From an optimization exercise on the open Yosys and OpenROAD flow, aimed at small area; shortcuts taken in it are not production practice. Only simulation tests tie the RTL to the original design; equivalence was not proved. Power is estimated from default activity; no workload was simulated.

==> flow/design.v <==
`default_nettype none
`default_nettype wire
`default_nettype none
package writeBackPkg;
	typedef enum logic [0:0] {
		dirRead  = 1'b0,
		dirWrite = 1'b1
	} reqDirE;
	typedef enum logic [0:0] {
		targetMemory = 1'b0,
		targetIo     = 1'b1
	} reqTargetE;
	typedef enum logic [0:0] {
		kindData  = 1'b0,
		kindInstr = 1'b1
	} reqKindE;
	typedef struct packed {
		reqDirE    dir;
		reqTargetE target;
		reqKindE   kind;
		logic [6:0] zero;
	} reqTagT;
	typedef enum logic [0:0] {
		stIdle   = 1'b0,
		stActive = 1'b1
	} storeStateE;
endpackage
`default_nettype wire
`timescale 1ns/1ps
`default_nettype none
module writeBackStage (
	input  wire logic                      dCacheCoreBus,
	input  wire logic                      arstN,
	input  wire logic                      canWriteBack,
	input  wire logic                      kill,
	input  wire logic [4-1:0]   srcReg1,
	input  wire logic                      srcReg1Valid,
	input  wire logic [4-1:0]   srcReg2,
	input  wire logic                      srcReg2Valid,
	input  wire logic [4-1:0]   destReg,
	input  wire logic [4-1:0]   destRegSpecial,
	input  wire logic                      destRegSpecialValid,
	input  wire logic                      isMemDest,
	input  wire logic [64-1:0]  memAddrDest,
	input  wire logic [64-1:0]  aluResult,
	input  wire logic [64-1:0]  aluResultSpecial,
	input  wire logic                      setInUse,
	input  wire logic [4-1:0]   setInUseReg,
	input  wire logic [4-1:0]   readAddr,
	input  wire logic                      reqAck,
	output logic      [64-1:0]  readData,
	output logic      [16-1:0]   inUseMap,
	output logic                           reqCyc,
	output logic      [64-1:0]  reqAddr,
	output logic      [64-1:0]  reqData,
	output writeBackPkg::reqTagT           reqTag,
	output logic                           stallOnMemWr,
	output logic                           writeBackSuccessful,
	output logic                           memFault
);
	localparam int NR = 16;
	localparam int DW = 64;
	logic       active;
	logic [3:0] count;
	logic       storeDone;
	logic       storeFault;
	logic       storeEnd;
	logic       isStore;
	logic       retire;
	logic       storeStart;
	assign isStore    = isMemDest && !kill;
	assign storeDone  = active && reqAck;
	assign storeFault = active && !reqAck && (count == 4'd15);
	assign storeEnd   = storeDone || storeFault;
	assign retire     = canWriteBack && (!isStore || storeEnd);
	assign storeStart = canWriteBack && isStore && !active;
	assign writeBackSuccessful = retire;
	assign stallOnMemWr        = canWriteBack && isStore && !storeEnd;
	assign reqCyc              = active;
	always_ff @(posedge dCacheCoreBus or negedge arstN) begin
		if (!arstN) begin
			active   <= 1'b0;
			memFault <= 1'b0;
		end else begin
			active   <= active ? !storeEnd : storeStart;
			memFault <= storeFault;
		end
	end
	always_ff @(posedge dCacheCoreBus) begin
		if (!active) begin
			count <= '0;
		end else if (count != 4'd15) begin
			count <= count + 1'b1;
		end
	end
	always_ff @(posedge dCacheCoreBus) begin
		if (storeStart) begin
			reqAddr <= memAddrDest;
			reqData <= aluResult;
		end
	end
	assign reqTag = 10'b10_0000_0000;
	logic          regWrEn;
	logic          specWrEn;
	logic [NR-1:0] wA;
	logic [NR-1:0] wS;
	logic [NR-1:0] selS;
	logic [NR-1:0] hold;
	logic [NR-1:0] written;
	logic [NR-1:0] phase;
	logic [NR-1:0] rdSel;
	logic [DW-1:0] regFile [NR];
	logic [DW-1:0] regNext [NR];
	logic [NR-1:0] rdBits [DW];
	assign regWrEn  = canWriteBack && !kill && !isMemDest;
	assign specWrEn = retire && !kill && destRegSpecialValid;
	always_comb begin
		for (int i = 0; i < NR; i++) begin
			wA[i]    = regWrEn && (destReg == i);
			wS[i]    = specWrEn && (destRegSpecial == i);
			selS[i]  = wS[i] && !wA[i];
			hold[i]  = !(wA[i] || wS[i]);
			rdSel[i] = written[i] && (readAddr == i);
		end
	end
	always_ff @(posedge dCacheCoreBus or negedge arstN) begin
		if (!arstN) begin
			written <= '0;
		end else begin
			written <= written | wA | wS;
		end
	end
	always_ff @(posedge dCacheCoreBus) begin
		phase <= ~(hold & phase);
	end
	for (genvar i = 0; i < NR; i++) begin : gReg
		for (genvar b = 0; b < DW; b++) begin : gBit
			wbWriteBit uWr (
				.a(aluResult[b]), .aSel(wA[i]),
				.s(aluResultSpecial[b]), .sSel(selS[i]),
				.q(regFile[i][b]), .qSel(hold[i]),
				.dN(regNext[i][b])
			);
			assign rdBits[b][i] = regFile[i][b];
		end
		always_ff @(posedge dCacheCoreBus) begin
			regFile[i] <= regNext[i];
		end
	end
	logic rdPhase;
	assign rdPhase = |(rdSel & phase);
	for (genvar b = 0; b < DW; b++) begin : gRd
		wbReadBit uRd (
			.sel(rdSel),
			.q(rdBits[b]),
			.phase(rdPhase),
			.d(readData[b])
		);
	end
	logic [NR-1:0] inUse;
	logic [NR-1:0] clearMask;
	logic [NR-1:0] setMask;
	always_comb begin
		for (int i = 0; i < NR; i++) begin
			setMask[i]   = setInUse && (setInUseReg == i);
			clearMask[i] = retire && ((destReg == i)
			             || (srcReg1Valid && (srcReg1 == i))
			             || (srcReg2Valid && (srcReg2 == i))
			             || (destRegSpecialValid && (destRegSpecial == i)));
		end
	end
	always_ff @(posedge dCacheCoreBus or negedge arstN) begin
		if (!arstN) begin
			inUse <= '0;
		end else begin
			inUse <= (inUse & ~clearMask) | setMask;
		end
	end
	assign inUseMap = inUse;
endmodule
`default_nettype wire
`default_nettype none
module wbWriteBit (
	input  wire logic a,
	input  wire logic aSel,
	input  wire logic s,
	input  wire logic sSel,
	input  wire logic q,
	input  wire logic qSel,
	output logic      dN
);
	assign dN = !((a & aSel) | (s & sSel) | (q & qSel));
endmodule
module wbAndOr3N (
	input  wire logic [2:0] sel,
	input  wire logic [2:0] q,
	output logic            yN
);
	assign yN = !(|(sel & q));
endmodule
module wbAndOr1N (
	input  wire logic sel,
	input  wire logic q,
	output logic      yN
);
	assign yN = !(sel & q);
endmodule
module wbReadOr3 (
	input  wire logic [2:0] yN,
	output logic            t
);
	assign t = !(&yN);
endmodule
module wbReadNone (
	input  wire logic [1:0] t,
	output logic            n
);
	assign n = !(|t);
endmodule
module wbReadJoin (
	input  wire logic n,
	input  wire logic phase,
	output logic      d
);
	assign d = !(n ^ phase);
endmodule
module wbReadBit (
	input  wire logic [16-1:0] sel,
	input  wire logic [16-1:0] q,
	input  wire logic                    phase,
	output logic                         d
);
	logic [5:0] yN;
	for (genvar k = 0; k < 5; k++) begin : gPart
		wbAndOr3N uPart (.sel(sel[3*k +: 3]), .q(q[3*k +: 3]), .yN(yN[k]));
	end
	wbAndOr1N uLast (.sel(sel[15]), .q(q[15]), .yN(yN[5]));
	logic [1:0] t;
	wbReadOr3 uOrLo (.yN(yN[2:0]), .t(t[0]));
	wbReadOr3 uOrHi (.yN(yN[5:3]), .t(t[1]));
	logic       n;
	wbReadNone uNone (.t(t), .n(n));
	wbReadJoin uJoin (.n(n), .phase(phase), .d(d));
endmodule
`default_nettype wire
==> flow/config.mk <==
export PLATFORM = sky130hd
export DESIGN_NAME = writeBackStage
export DESIGN_NICKNAME = writeBackStage
export VERILOG_FILES = /design/flow/design.v
export SDC_FILE = /design/flow/constraint.sdc
export NUM_CORES = 4
export LEC_CHECK = 0
export CAP_MARGIN = 5
export CELL_PAD_IN_SITES_DETAIL_PLACEMENT = 1
export CELL_PAD_IN_SITES_GLOBAL_PLACEMENT = 2
export CORE_MARGIN = 2
export CORE_UTILIZATION = 30
export CTS_BUF_LIST = sky130_fd_sc_hd__clkbuf_4 sky130_fd_sc_hd__clkbuf_8
export PLACE_DENSITY = 0.4
export SLEW_MARGIN = 5
export SYNTH_HIERARCHICAL = 1
export SYNTH_MINIMUM_KEEP_SIZE = 0
==> flow/constraint.sdc <==
create_clock -name core_clock -period 8.0 [get_ports {dCacheCoreBus}]
set_input_delay 1.6000 -clock core_clock [delete_from_list [all_inputs] [get_ports {dCacheCoreBus}]]
set_output_delay 1.6000 -clock core_clock [all_outputs]
set_load 0.01 [all_outputs]
standard.sh (not shown) runs the stock make flow with config.mk's settings and CLKGATE_MAP_FILE= SYNTH_SCRIPT=/design/flow/synth_recipe.tcl, a recipe that flattens the netlist after the stock synthesis.
==> flow/flow/run.sh <==
#!/bin/bash
set -euo pipefail
bash standard.sh \
  "BUFFER_PORTS_ARGS=-buffer_cell sky130_fd_sc_hd__buf_1" \
  "CTS_ARGS=-sink_clustering_enable -repair_clock_nets -dont_use_dummy_load -sink_clustering_size 16 -sink_clustering_max_diameter 60 -buf_list {sky130_fd_sc_hd__clkbuf_4 sky130_fd_sc_hd__clkbuf_8}" \
  finish > flow_make.log 2>&1
Next try:
--- a/flow/design.v
+++ b/flow/design.v
@@ -100,17 +100,19 @@
 		end
 	end
 	assign reqTag = 10'b10_0000_0000;
 	logic          regWrEn;
 	logic          specWrEn;
+	logic          phase;
 	logic [NR-1:0] wA;
 	logic [NR-1:0] wS;
 	logic [NR-1:0] selS;
 	logic [NR-1:0] hold;
 	logic [NR-1:0] written;
-	logic [NR-1:0] phase;
 	logic [NR-1:0] rdSel;
+	logic [DW-1:0] aluPh;
+	logic [DW-1:0] specPh;
 	logic [DW-1:0] regFile [NR];
 	logic [DW-1:0] regNext [NR];
 	logic [NR-1:0] rdBits [DW];
 	assign regWrEn  = canWriteBack && !kill && !isMemDest;
 	assign specWrEn = retire && !kill && destRegSpecialValid;
@@ -124,33 +126,34 @@
 		end
 	end
 	always_ff @(posedge dCacheCoreBus or negedge arstN) begin
 		if (!arstN) begin
 			written <= '0;
+			phase   <= 1'b0;
 		end else begin
 			written <= written | wA | wS;
-		end
-	end
-	always_ff @(posedge dCacheCoreBus) begin
-		phase <= ~(hold & phase);
-	end
+			phase   <= !phase;
+		end
+	end
+	assign aluPh  = aluResult ^ {DW{phase}};
+	assign specPh = aluResultSpecial ^ {DW{phase}};
 	for (genvar i = 0; i < NR; i++) begin : gReg
 		for (genvar b = 0; b < DW; b++) begin : gBit
 			wbWriteBit uWr (
-				.a(aluResult[b]), .aSel(wA[i]),
-				.s(aluResultSpecial[b]), .sSel(selS[i]),
+				.a(aluPh[b]), .aSel(wA[i]),
+				.s(specPh[b]), .sSel(selS[i]),
 				.q(regFile[i][b]), .qSel(hold[i]),
 				.dN(regNext[i][b])
 			);
 			assign rdBits[b][i] = regFile[i][b];
 		end
 		always_ff @(posedge dCacheCoreBus) begin
 			regFile[i] <= regNext[i];
 		end
 	end
 	logic rdPhase;
-	assign rdPhase = |(rdSel & phase);
+	assign rdPhase = phase && (|rdSel);
 	for (genvar b = 0; b < DW; b++) begin : gRd
 		wbReadBit uRd (
 			.sel(rdSel),
 			.q(rdBits[b]),
 			.phase(rdPhase),
- The new run completed without violations
- non-clock buffer count climbs by 7
- combinational power climbs by about 6%
- via count climbs by 2.0%
- die area climbs by 1.8%
- setup slack got worse by 67 ps
- clock skew is about the same

-- what the ideal ports hide --
The flow's constraints put no driver on any port. The routed layouts listed below were extracted and timed again, unchanged, in two steps.
Step 1 sets driving cells, clkbuf_16 on the clock port and buf_2 on the other inputs (assumed; they add their load-dependent delay and slew).
Step 2 adds t to the input delays and takes it off the output delays; t is the mean of the earliest and latest rising clock arrival at the registers after step 1. Input paths then give back, and output paths get back, about the clock's delay inside the block.
Slacks: ideal ports / drivers / drivers and shift; pairs: ideal ports / drivers.
run	shift t [ns]	slack for setup (ns)	worst hold slack (ns)
the first run	0.948	1.827 / 1.805 / 1.805	0.385 / 0.385 / 0.385
the second run	0.950	1.760 / 1.729 / 1.729	0.461 / 0.461 / 0.461
After both steps every run listed still meets setup and hold. The setup slack of the second run, which loses most, moves by -0.031 ns with the drivers and by -0.031 ns with both steps.
